What follows belongs to an exercise in optimizing a design on an open flow for small area, a short achievable clock period and few clock cycles; a production flow would make more cautious choices. The RTL was checked by simulation tests, not by an equivalence proof against the original design. Power and IR drop assume default switching activity.

<file path="config.mk">
export PLATFORM = sky130hd
export DESIGN_NAME = timed_task_dispatcher_unit
export DESIGN_NICKNAME = timed_task_dispatcher_unit
export VERILOG_FILES = /design/flow/design.v
export SDC_FILE = /design/flow/constraint.sdc
export NUM_CORES = 4
export LEC_CHECK = 0
export CAP_MARGIN = 20
export CORE_MARGIN = 2
export CORE_UTILIZATION = 40
export SLEW_MARGIN = 20
</file>
<file path="constraint.sdc">
create_clock -name core_clock -period 10.0 [get_ports {i_clk}]
set_input_delay 2.0000 -clock core_clock [delete_from_list [all_inputs] [get_ports {i_clk}]]
set_output_delay 2.0000 -clock core_clock [all_outputs]
set_load 0.01 [all_outputs]
</file>
<file path="design.v">
package tdu_pkg;
    localparam int TASK_SLOTS_DEF = 16;
    localparam int TIME_W         = 32;
    localparam int DIVISOR_W      = 16;
    localparam int PADDR_W        = 3;
    localparam logic [7:0]  HPL_RESET = 8'd128;
    localparam logic [15:0] TP_RESET  = 16'd10;
    localparam logic REG_HPL = 1'b0;
    localparam logic REG_TP  = 1'b1;
    localparam logic REQ_ADD  = 1'b0;
    localparam logic REQ_TICK = 1'b1;
    typedef struct packed {
        logic              req_type;
        logic [7:0]        task_tag;
        logic [TIME_W-1:0] due_time;
        logic [7:0]        task_priority;
        logic              is_recurring;
        logic [TIME_W-1:0] repeat_interval;
        logic [TIME_W-1:0] current_time;
    } t_req;
    typedef struct packed {
        logic              accepted;
        logic              dispatch_valid;
        logic [7:0]        dispatched_tag;
        logic              last_of_run;
        logic [TIME_W-1:0] next_due;
        logic              queue_empty;
    } t_rsp;
endpackage
module tdu_div (
    input  logic                          i_clk,
    input  logic                          i_rst_n,
    input  logic                          i_start,
    input  logic [tdu_pkg::TIME_W-1:0]    i_dividend,
    input  logic [tdu_pkg::DIVISOR_W-1:0] i_divisor,
    output logic                          o_done,
    output logic [tdu_pkg::TIME_W-1:0]    o_quotient
);
    localparam int SW = $clog2(tdu_pkg::TIME_W);
    logic                 r_busy, n_busy;
    logic                 r_done, n_done;
    logic [SW-1:0]        r_cnt, n_cnt;
    logic [tdu_pkg::DIVISOR_W-1:0] r_rem, n_rem;
    logic [tdu_pkg::DIVISOR_W-1:0] r_dsr, n_dsr;
    logic [tdu_pkg::TIME_W-1:0]    r_quo, n_quo;
    logic [tdu_pkg::DIVISOR_W:0]   trial;
    always_comb begin
        n_busy = r_busy;
        n_done = 1'b0;
        n_cnt  = r_cnt;
        n_rem  = r_rem;
        n_dsr  = r_dsr;
        n_quo  = r_quo;
        trial  = {r_rem, r_quo[tdu_pkg::TIME_W-1]};
        if (i_start) begin
            n_busy = 1'b1;
            n_cnt  = '0;
            n_rem  = '0;
            n_dsr  = i_divisor;
            n_quo  = i_dividend;
        end else if (r_busy) begin
            if (trial >= {1'b0, r_dsr}) begin
                n_rem = tdu_pkg::DIVISOR_W'(trial - {1'b0, r_dsr});
                n_quo = {r_quo[tdu_pkg::TIME_W-2:0], 1'b1};
            end else begin
                n_rem = trial[tdu_pkg::DIVISOR_W-1:0];
                n_quo = {r_quo[tdu_pkg::TIME_W-2:0], 1'b0};
            end
            n_cnt = r_cnt + SW'(1);
            if (r_cnt == SW'(tdu_pkg::TIME_W - 1)) begin
                n_busy = 1'b0;
                n_done = 1'b1;
            end
        end
    end
    always_ff @(posedge i_clk) begin
        if (!i_rst_n) begin
            r_busy <= 1'b0;
            r_done <= 1'b0;
        end else begin
            r_busy <= n_busy;
            r_done <= n_done;
        end
        r_cnt <= n_cnt;
        r_rem <= n_rem;
        r_dsr <= n_dsr;
        r_quo <= n_quo;
    end
    assign o_done     = r_done;
    assign o_quotient = r_quo;
endmodule
module timed_task_dispatcher_unit #(
    parameter int TASK_SLOTS = tdu_pkg::TASK_SLOTS_DEF
) (
    input  logic                        i_clk,
    input  logic                        i_rst_n,
    input  logic                        i_in_valid,
    output logic                        o_in_ready,
    input  logic [113:0]                i_in_data,
    output logic                        o_out_valid,
    input  logic                        i_out_ready,
    output logic [43:0]                 o_out_data,
    input  logic                        psel,
    input  logic                        penable,
    input  logic                        pwrite,
    input  logic [tdu_pkg::PADDR_W-1:0] paddr,
    input  logic [31:0]                 pwdata,
    output logic [31:0]                 prdata,
    output logic                        pready
);
    localparam int IW = (TASK_SLOTS > 1) ? $clog2(TASK_SLOTS) : 1;
    localparam int CW = $clog2(TASK_SLOTS + 1);
    localparam logic [IW-1:0] LAST_IDX = IW'(TASK_SLOTS - 1);
    typedef struct packed {
        logic [7:0]        tag;
        logic [tdu_pkg::TIME_W-1:0] due;
        logic [7:0]        prio;
        logic              rep;
        logic [tdu_pkg::TIME_W-1:0] ivl;
    } t_info;
    typedef struct packed {
        t_info             info;
        logic [tdu_pkg::TIME_W-1:0] score;
    } t_slot;
    typedef enum logic [13:0] {
        S_IDLE     = 14'b00000000000001,
        S_ADD      = 14'b00000000000010,
        S_SCAN_RD  = 14'b00000000000100,
        S_SCAN_EV  = 14'b00000000001000,
        S_DIV      = 14'b00000000010000,
        S_SEL      = 14'b00000000100000,
        S_SEL_END  = 14'b00000001000000,
        S_GRAB     = 14'b00000010000000,
        S_COPY     = 14'b00000100000000,
        S_REST_RD  = 14'b00001000000000,
        S_REST_WR  = 14'b00010000000000,
        S_NEXT     = 14'b00100000000000,
        S_NEXT_END = 14'b01000000000000,
        S_LAST     = 14'b10000000000000
    } t_state;
    function automatic logic [IW-1:0] first_free(input logic [TASK_SLOTS-1:0] used);
        logic [IW-1:0] idx;
        idx = '0;
        for (int i = TASK_SLOTS - 1; i >= 0; i--) begin
            if (!used[i]) idx = IW'(i);
        end
        first_free = idx;
    endfunction
    logic [112:0] r_slot_mem [0:TASK_SLOTS-1];
    t_slot r_slot_q;
    logic [80:0]  r_pend_mem [0:TASK_SLOTS-1];
    t_info r_pend_q;
    logic          slot_we;
    logic [IW-1:0] slot_wa, slot_ra;
    t_slot         slot_wd;
    logic          pend_we;
    t_info         pend_wd;
    t_state                  r_state, n_state;
    logic [7:0]              r_hpl, n_hpl;
    logic [15:0]             r_tp, n_tp;
    logic [TASK_SLOTS-1:0]   r_used, n_used;
    logic [TASK_SLOTS-1:0]   r_picked, n_picked;
    logic [CW-1:0]           r_count, n_count;
    logic [tdu_pkg::TIME_W-1:0]       r_now, n_now;
    logic [tdu_pkg::DIVISOR_W-1:0]    r_div, n_div;
    logic [IW-1:0]           r_idx, n_idx;
    t_info                   r_ent, n_ent;
    logic [IW-1:0]           r_best, n_best;
    logic [tdu_pkg::TIME_W-1:0]       r_best_score, n_best_score;
    logic                    r_have, n_have;
    logic                    r_chk_vld, n_chk_vld;
    logic [IW-1:0]           r_chk_idx, n_chk_idx;
    logic [CW-1:0]           r_n, n_n;
    logic [IW-1:0]           r_k, n_k;
    logic [7:0]              r_last_tag, n_last_tag;
    logic                    r_disp, n_disp;
    logic [tdu_pkg::TIME_W-1:0]       r_nd, n_nd;
    logic [tdu_pkg::TIME_W-1:0]       r_nd_key, n_nd_key;
    logic                    r_any, n_any;
    logic                    r_acc, n_acc;
    logic                    r_out_valid, n_out_valid;
    tdu_pkg::t_rsp                    r_out, n_out;
    tdu_pkg::t_req                    in_req;
    logic                    out_free;
    logic                    full;
    logic [tdu_pkg::TIME_W-1:0]       elapsed;
    logic                    is_due;
    logic [9:0]              band;
    logic                    div_start, div_done;
    logic [tdu_pkg::TIME_W-1:0]       div_quo;
    logic [TASK_SLOTS-1:0]   best_mask;
    logic [TASK_SLOTS-1:0]   rest;
    logic [tdu_pkg::TIME_W-1:0]       cand_key;
    logic [IW-1:0]           free_idx;
    tdu_div u_div (
        .i_clk      (i_clk),
        .i_rst_n    (i_rst_n),
        .i_start    (div_start),
        .i_dividend (elapsed),
        .i_divisor  (r_div),
        .o_done     (div_done),
        .o_quotient (div_quo)
    );
    assign in_req    = i_in_data;
    assign out_free  = !r_out_valid || i_out_ready;
    assign full      = (r_count == CW'(TASK_SLOTS));
    assign elapsed   = r_now - r_slot_q.info.due;
    assign is_due    = r_used[r_idx] && !elapsed[tdu_pkg::TIME_W-1];
    assign div_start = (r_state == S_SCAN_EV) && is_due;
    assign band      = (r_ent.prio >= r_hpl) ? {r_ent.prio, 2'b00}
                                             : {1'b0, r_ent.prio, 1'b0};
    assign cand_key  = (r_slot_q.info.due - r_now) ^ {1'b1, {(tdu_pkg::TIME_W-1){1'b0}}};
    assign free_idx  = first_free(r_used);
    always_comb begin
        best_mask         = '0;
        best_mask[r_best] = 1'b1;
        rest              = r_picked & ~best_mask;
    end
    always_comb begin
        n_state      = r_state;
        n_hpl        = r_hpl;
        n_tp         = r_tp;
        n_used       = r_used;
        n_picked     = r_picked;
        n_count      = r_count;
        n_now        = r_now;
        n_div        = r_div;
        n_idx        = r_idx;
        n_ent        = r_ent;
        n_best       = r_best;
        n_best_score = r_best_score;
        n_have       = r_have;
        n_chk_vld    = 1'b0;
        n_chk_idx    = r_chk_idx;
        n_n          = r_n;
        n_k          = r_k;
        n_last_tag   = r_last_tag;
        n_disp       = r_disp;
        n_nd         = r_nd;
        n_nd_key     = r_nd_key;
        n_any        = r_any;
        n_acc        = r_acc;
        n_out_valid  = r_out_valid && !i_out_ready;
        n_out        = r_out;
        slot_we      = 1'b0;
        slot_wa      = free_idx;
        slot_wd      = '0;
        slot_ra      = r_idx;
        pend_we      = 1'b0;
        pend_wd      = r_slot_q.info;
        if (psel && penable && pwrite) begin
            case (paddr[2])
                tdu_pkg::REG_HPL: n_hpl = pwdata[7:0];
                tdu_pkg::REG_TP:  n_tp  = pwdata[15:0];
                default: ;
            endcase
        end
        if (r_chk_vld && (r_state == S_SEL || r_state == S_SEL_END)) begin
            if (r_picked[r_chk_idx] && (!r_have || r_slot_q.score > r_best_score)) begin
                n_have       = 1'b1;
                n_best       = r_chk_idx;
                n_best_score = r_slot_q.score;
            end
        end
        if (r_chk_vld && (r_state == S_NEXT || r_state == S_NEXT_END)) begin
            if (r_used[r_chk_idx] && (!r_any || cand_key < r_nd_key)) begin
                n_any    = 1'b1;
                n_nd_key = cand_key;
                n_nd     = r_slot_q.info.due;
            end
        end
        case (r_state)
            S_IDLE: begin
                if (i_in_valid) begin
                    if (in_req.req_type == tdu_pkg::REQ_ADD) begin
                        n_acc = !full;
                        if (!full) begin
                            slot_we        = 1'b1;
                            slot_wd.info   = {in_req.task_tag, in_req.due_time,
                                              in_req.task_priority,
                                              in_req.is_recurring,
                                              in_req.repeat_interval};
                            n_used[free_idx] = 1'b1;
                            n_count        = r_count + CW'(1);
                        end
                        n_state = S_ADD;
                    end else begin
                        n_now    = in_req.current_time;
                        n_div    = (r_tp == '0) ? tdu_pkg::DIVISOR_W'(1) : r_tp;
                        n_idx    = '0;
                        n_picked = '0;
                        n_n      = '0;
                        n_disp   = 1'b0;
                        n_state  = S_SCAN_RD;
                    end
                end
            end
            S_ADD: begin
                if (out_free) begin
                    n_out_valid        = 1'b1;
                    n_out              = '0;
                    n_out.accepted     = r_acc;
                    n_out.last_of_run  = 1'b1;
                    n_out.queue_empty  = (r_count == '0);
                    n_state            = S_IDLE;
                end
            end
            S_SCAN_RD: n_state = S_SCAN_EV;
            S_SCAN_EV, S_DIV: begin
                if (r_state == S_SCAN_EV) n_ent = r_slot_q.info;
                if (r_state == S_SCAN_EV && is_due) begin
                    n_picked[r_idx] = 1'b1;
                    n_state         = S_DIV;
                end else if (r_state == S_DIV && !div_done) begin
                    n_state = S_DIV;
                end else begin
                    if (r_state == S_DIV) begin
                        slot_we       = 1'b1;
                        slot_wa       = r_idx;
                        slot_wd.info  = r_ent;
                        slot_wd.score = {{(tdu_pkg::TIME_W-10){1'b0}}, band} + div_quo;
                    end
                    if (r_idx == LAST_IDX) begin
                        n_idx  = '0;
                        n_have = 1'b0;
                        n_any  = 1'b0;
                        n_state = (n_picked != '0) ? S_SEL : S_NEXT;
                    end else begin
                        n_idx   = r_idx + IW'(1);
                        n_state = S_SCAN_RD;
                    end
                end
            end
            S_SEL: begin
                n_chk_vld = 1'b1;
                n_chk_idx = r_idx;
                if (r_idx == LAST_IDX) begin
                    n_state = S_SEL_END;
                end else begin
                    n_idx = r_idx + IW'(1);
                end
            end
            S_SEL_END: n_state = S_GRAB;
            S_GRAB: begin
                slot_ra = r_best;
                n_state = S_COPY;
            end
            S_COPY: begin
                slot_ra = r_best;
                pend_we = 1'b1;
                if (rest != '0) begin
                    if (out_free) begin
                        n_out_valid          = 1'b1;
                        n_out                = '0;
                        n_out.dispatch_valid = 1'b1;
                        n_out.dispatched_tag = r_slot_q.info.tag;
                        n_picked             = rest;
                        n_used               = r_used & ~best_mask;
                        n_count              = r_count - CW'(1);
                        n_n                  = r_n + CW'(1);
                        n_idx                = '0;
                        n_have               = 1'b0;
                        n_state              = S_SEL;
                    end
                end else begin
                    n_picked   = rest;
                    n_used     = r_used & ~best_mask;
                    n_count    = r_count - CW'(1);
                    n_n        = r_n + CW'(1);
                    n_last_tag = r_slot_q.info.tag;
                    n_disp     = 1'b1;
                    n_k        = '0;
                    n_state    = S_REST_RD;
                end
            end
            S_REST_RD: n_state = S_REST_WR;
            S_REST_WR: begin
                if (r_pend_q.rep) begin
                    slot_we            = 1'b1;
                    slot_wd.info       = r_pend_q;
                    slot_wd.info.due   = r_pend_q.due + r_pend_q.ivl;
                    n_used[free_idx]   = 1'b1;
                    n_count            = r_count + CW'(1);
                end
                if (CW'(r_k) + CW'(1) == r_n) begin
                    n_idx   = '0;
                    n_any   = 1'b0;
                    n_state = S_NEXT;
                end else begin
                    n_k     = r_k + IW'(1);
                    n_state = S_REST_RD;
                end
            end
            S_NEXT: begin
                n_chk_vld = 1'b1;
                n_chk_idx = r_idx;
                if (r_idx == LAST_IDX) begin
                    n_state = S_NEXT_END;
                end else begin
                    n_idx = r_idx + IW'(1);
                end
            end
            S_NEXT_END: n_state = S_LAST;
            S_LAST: begin
                if (out_free) begin
                    n_out_valid          = 1'b1;
                    n_out                = '0;
                    n_out.dispatch_valid = r_disp;
                    n_out.dispatched_tag = r_disp ? r_last_tag : 8'd0;
                    n_out.last_of_run    = 1'b1;
                    n_out.next_due       = r_any ? r_nd
                                         : r_now + {{(tdu_pkg::TIME_W-tdu_pkg::DIVISOR_W){1'b0}}, r_div};
                    n_out.queue_empty    = !r_any;
                    n_state              = S_IDLE;
                end
            end
            default: n_state = S_IDLE;
        endcase
    end
    always_ff @(posedge i_clk) begin
        if (slot_we) r_slot_mem[slot_wa] <= slot_wd;
        r_slot_q <= r_slot_mem[slot_ra];
        if (pend_we) r_pend_mem[r_n[IW-1:0]] <= pend_wd;
        r_pend_q <= r_pend_mem[r_k];
    end
    always_ff @(posedge i_clk) begin
        if (!i_rst_n) begin
            r_state     <= S_IDLE;
            r_hpl       <= tdu_pkg::HPL_RESET;
            r_tp        <= tdu_pkg::TP_RESET;
            r_used      <= '0;
            r_picked    <= '0;
            r_count     <= '0;
            r_chk_vld   <= 1'b0;
            r_out_valid <= 1'b0;
        end else begin
            r_state     <= n_state;
            r_hpl       <= n_hpl;
            r_tp        <= n_tp;
            r_used      <= n_used;
            r_picked    <= n_picked;
            r_count     <= n_count;
            r_chk_vld   <= n_chk_vld;
            r_out_valid <= n_out_valid;
        end
        r_now        <= n_now;
        r_div        <= n_div;
        r_idx        <= n_idx;
        r_ent        <= n_ent;
        r_best       <= n_best;
        r_best_score <= n_best_score;
        r_have       <= n_have;
        r_chk_idx    <= n_chk_idx;
        r_n          <= n_n;
        r_k          <= n_k;
        r_last_tag   <= n_last_tag;
        r_disp       <= n_disp;
        r_nd         <= n_nd;
        r_nd_key     <= n_nd_key;
        r_any        <= n_any;
        r_acc        <= n_acc;
        r_out        <= n_out;
    end
    assign o_in_ready  = (r_state == S_IDLE);
    assign o_out_valid = r_out_valid;
    assign o_out_data  = r_out;
    assign pready      = 1'b1;
    assign prdata      = (paddr[2] == tdu_pkg::REG_TP) ? {16'd0, r_tp} : {24'd0, r_hpl};
endmodule
</file>
<file path="run.sh">
#!/bin/bash
# synth_recipe.tcl (not shown) runs the flow's synth.tcl, then flattens the netlist and writes it again
# the make line also repeats each setting of config.mk as NAME=value (left out here)
make -C /OpenROAD-flow-scripts/flow DESIGN_CONFIG=/design/flow/config.mk WORK_HOME=/design/flow/orfs CLKGATE_MAP_FILE= SYNTH_SCRIPT=/design/flow/synth_recipe.tcl finish
</file>
==> flow_metrics.env <==
export IMPL_status="no timing/DRC/antenna violations"
export IMPL_core_um2=372000
export IMPL_total_routing_resource_utilization_after_global_routing_pct=21.3
export IMPL_die_area_um2=378000
export IMPL_finalSetupViolCount=0
export IMPL_synthesized_instance_count=8666
export IMPL_drt_vias_per_instance=5.67
export IMPL_critical_path_most_common_cell="a21o_1"
export IMPL_total_neg_setup_slack_ns=0
export IMPL_drive_above_1_share_pct=13.9
export IMPL_port_buffer_count=199
export IMPL_io_pins=235
export IMPL_postSynthRegisterBits=3748
export IMPL_worst_path_max_delay_cell="dfxtp_1"
export IMPL_cts_num_sinks=3748
export IMPL_clk_pin_slew_ns=0.06
export IMPL_seq_area_frac_synth_pct=73.4
export IMPL_die_x_um=615
export IMPL_synth_edff_count=3452
export IMPL_synth_top_cells_by_count="3452 x edfxtp_1, 927 x mux2i_1, 459 x o22ai_1"
export IMPL_final_nets=9377
export IMPL_cts_resized_gates=0
export IMPL_critPathArrivalTime_ns=8.01
export IMPL_timing_critical_path_slowest_cell_delay_ns=0.88
export IMPL_critical_path_peak_fanout=37
export IMPL_finClkSkew_ns=0.0523
export IMPL_grt_pass1_vias=80000
export IMPL_wire_length_of_the_first_global_routing_pass_mm=584
export IMPL_clock_fmax_mhz=134
export IMPL_synth_cell_type_count=86
export IMPL_powerDensity_nw_per_um2=213
export IMPL_startpoint_class_of_the_critical_path="register"
export IMPL_required_ns=10.55
export IMPL_synth_cell_area_um2=149000
export IMPL_synth_most_common_cell="edfxtp_1"
export IMPL_power_clock_fraction_pct=39.5
export IMPL_post_place_cells=13600
export IMPL_post_drt_wl_per_cell_um=29.0
export IMPL_min_period_over_period_pct=74.6
export IMPL_tritoncts="built"
export IMPL_cts_max_level=5
export IMPL_holdBufCountCts=0
export IMPL_utilization_pct=45.9
export IMPL_combPwrFrac_pct=9.8
export IMPL_p_leak_nw=59.8
export IMPL_start_util_pct=40.1
export IMPL_relSlewSlack_pct=23.7
export IMPL_detailed_place_area_um2=158000
export IMPL_grt_setup_unrepaired="no"
export IMPL_synthFlopType="edfxtp_1"
export IMPL_final_hold_violation_count=0
export IMPL_cp_cell_sequence="buf_4, inv_1, ha_1, nor2b_1, o31a_1, o41ai_1, o21ai_0, a31oi_1, o31ai_1, a21o_1, a21oi_1, xnor2_1, ha_1, a21o_1, a21o_1, a21o_1, a21oi_1, nor2b_1, o21ai_0, nand2b_1, a221oi_1, o311a_2, buf_4"
export IMPL_slew_viol_final=0
export IMPL_internal_power_w=0.0274
export IMPL_max_cap_violations=0
export IMPL_layout_area_overhead_vs_synth_pct=14.3
export IMPL_placement_rows=224
export IMPL_syn_mean_instance_area_um2=17.2
export IMPL_route_vias_total=81100
export IMPL_clock_root_buffer="clkbuf_16"
export IMPL_yosys_warnings=2
export IMPL_grt_max_degree=134
export IMPL_clkLatencyLatePin_ns=0.94
export IMPL_initialDrtViolationCount=9431
export IMPL_worst_slew_pin_transition_ns=1.14
export IMPL_tritoncts_num_buffers=378
export IMPL_cts_post_setup_buffers_inserted=0
export IMPL_power_net_switching_w=0.00897
export IMPL_path_class="register to register"
export IMPL_die_span_in_y_um=615
export IMPL_power_switching_fraction_pct=24.7
export IMPL_timing_hold_worst_class="register to register"
export IMPL_netlist_top_cells_area="edfxtp_1 69%, mux4_2 6.3%, mux2i_1 6.2%"
export IMPL_place_detailed_hpwl_mm=239
export IMPL_seq_power_share_pct=50.7
export IMPL_finalWorstPathRequiredPeriod_ns=7.46
export IMPL_proportion_of_netlist_area_held_by_the_largest_area_contributor_pct=69.4
export IMPL_layout_cell_area_non_filler_um2=171000
export IMPL_dr_pass1_iters=10
export IMPL_drt_wl_total_mm=415
export IMPL_grt_overflow=0
export IMPL_clock_tree_buffer_depth=4
export IMPL_synthDominantAreaCellType="edfxtp_1"
export IMPL_gp_congestion=0.922
export IMPL_drc=0
export IMPL_post_route_non_filler_standard_cell_count=14300
export IMPL_synthArstFlopShare_pct=0
export IMPL_end_kind="register"
export IMPL_antenna_violations_before_repair=33
export IMPL_fillerInstances=31300
export IMPL_vdd_drop_max_v=0.000141
export IMPL_drt_antenna_violating_nets=0
-- worst paths after layout --
check                  startpoint                         end  slack, ns  cells after the start
min          r_slot_q[12]$_DFF_P_  r_best_score[12]$_DFFE_PP_       0.44                      0
max reg2reg  r_slot_q[74]$_DFF_P_      r_nd_key[29]$_DFFE_PP_       2.54                     23
min reg2reg  r_slot_q[12]$_DFF_P_  r_best_score[12]$_DFFE_PP_       0.44                      0
max          r_slot_q[74]$_DFF_P_      r_nd_key[29]$_DFFE_PP_       2.54                     23
-- power by group through the flow --
stage               Combinational [W]  Clock [W]  Sequential [W]
detailed placement            0.00348          0          0.0188
global placement              0.00344          0          0.0187
global route                  0.00376     0.0152          0.0185
finish                        0.00355     0.0144          0.0184
floorplan                     0.00201          0          0.0185
CTS                           0.00350     0.0146          0.0184
-- layout make-up --
type                       instances  area (µm²)  share of cell area [%]
clock inverter                   208        2270                    1.33
sequential                      3748      110000                    64.2
clock buffer                     499       10400                    6.11
antenna                           18        45.0                  0.0264
inverter                         286        1080                   0.631
timing repair buffer             376        3750                    2.20
tap                             4972        6220                    3.65
multi-input combinational       4197       37300                    21.8
-- state kept, by name, summed over array words and instances, names as in the netlist, 44 cells and up --
name	cells
r_slot_mem	1808
r_out	44
r_slot_q	113
r_ent	81
r_pend_q	81
r_pend_mem	1296
-- stage by stage --
step / hold slack (ns) / power (W) / setup slack, ns
detailed placement: 0.427 / 0.0222 / 2.65
global route: 0.453 / 0.0374 / 2.15
finish: 0.442 / 0.0364 / 2.54
CTS: 0.435 / 0.0365 / 2.60
global placement: 0.420 / 0.0222 / 2.52
floorplan: 0.408 / 0.0206 / 2.08
-- critical path, delay by kind of cell (launching register included) --
kind	cells	cell delay, ns
AO/OA/AOI/OAI	14	4.10
adder cells (fa/ha/maj)	2	0.59
buffers and inverters	3	0.99
flip-flops	1	0.88
AND/OR/NAND/NOR	3	0.29
XOR/XNOR	1	0.17
-- routing by layer --
layer / track usage [%] / vias up / routed length [µm]
li1: - / 34900 / -
met4: 8.95 / 2 / 18700
met5: 0 / - / 13
met1: 28.2 / 42400 / 168000
met2: 35.3 / 3138 / 201000
met3: 2.97 / 611 / 28100
-- kinds of logic (layout without fill, tap and decap cells) --
kind of cell               count (synthesis)  after routing  synth area share, %
AOI/OAI and AO/OA                       1264           1264                 5.50
xor gates and xnor gates                 163            163                0.956
adders and majority gates                234            234                 2.00
buffers and inverters                    736           1369                 1.95
DFF                                     3748           3748                 73.4
muxes                                   1360           1360                 12.6
other                                      2             35              0.00503
and+or+nand+nor                         1159           1159                 3.54
-- layout by cell type, fill, tap and decap left out, types with 199 or more instances in the layout --
master and instances:
a21oi_1 208, o22ai_1 459, dfxtp_1 296, mux4_2 420, edfxtp_1 3452, clkdlybuf4s50_1 199
mux2i_1 926, clkbuf_16 387, nor2_1 412, nand2_1 332, ha_1 227, inv_1 282
Testbench counts, summed over its fixed seeds: cycles 490,537.

## afterwards: timing with drivers on the ports
How much do the figures lean on ideal ports? The routed layout below was timed once more, with nothing changed but the port constraints.
Step 1 (the two cells are an assumption about what drives the block):
set clk [get_ports {i_clk}]
set_driving_cell -lib_cell sky130_fd_sc_hd__clkbuf_16 $clk
set_driving_cell -lib_cell sky130_fd_sc_hd__buf_2 [delete_from_list [all_inputs] $clk]
Step 2 adds t to the input delays and takes it off the output delays; t is the mean of the earliest and latest rising clock arrival at the registers after step 1. Input paths then give back, and output paths get back, about the clock's delay inside the block.
Slacks: ideal ports / drivers / drivers and shift; pairs: ideal ports / drivers.
t (ns): 1.028
slack for setup (ns): 2.538 / 2.538 / 2.538
hold slack, ns: 0.442 / 0.442 / 0.442
latest minus earliest clock arrival (ns): 0.073 / 0.073
worst slew at a driven data input, ns: 0.23
After both steps setup and hold are still met in this run. The setup slack of this run moves by 0.000 ns with the drivers and by 0.000 ns with both steps.
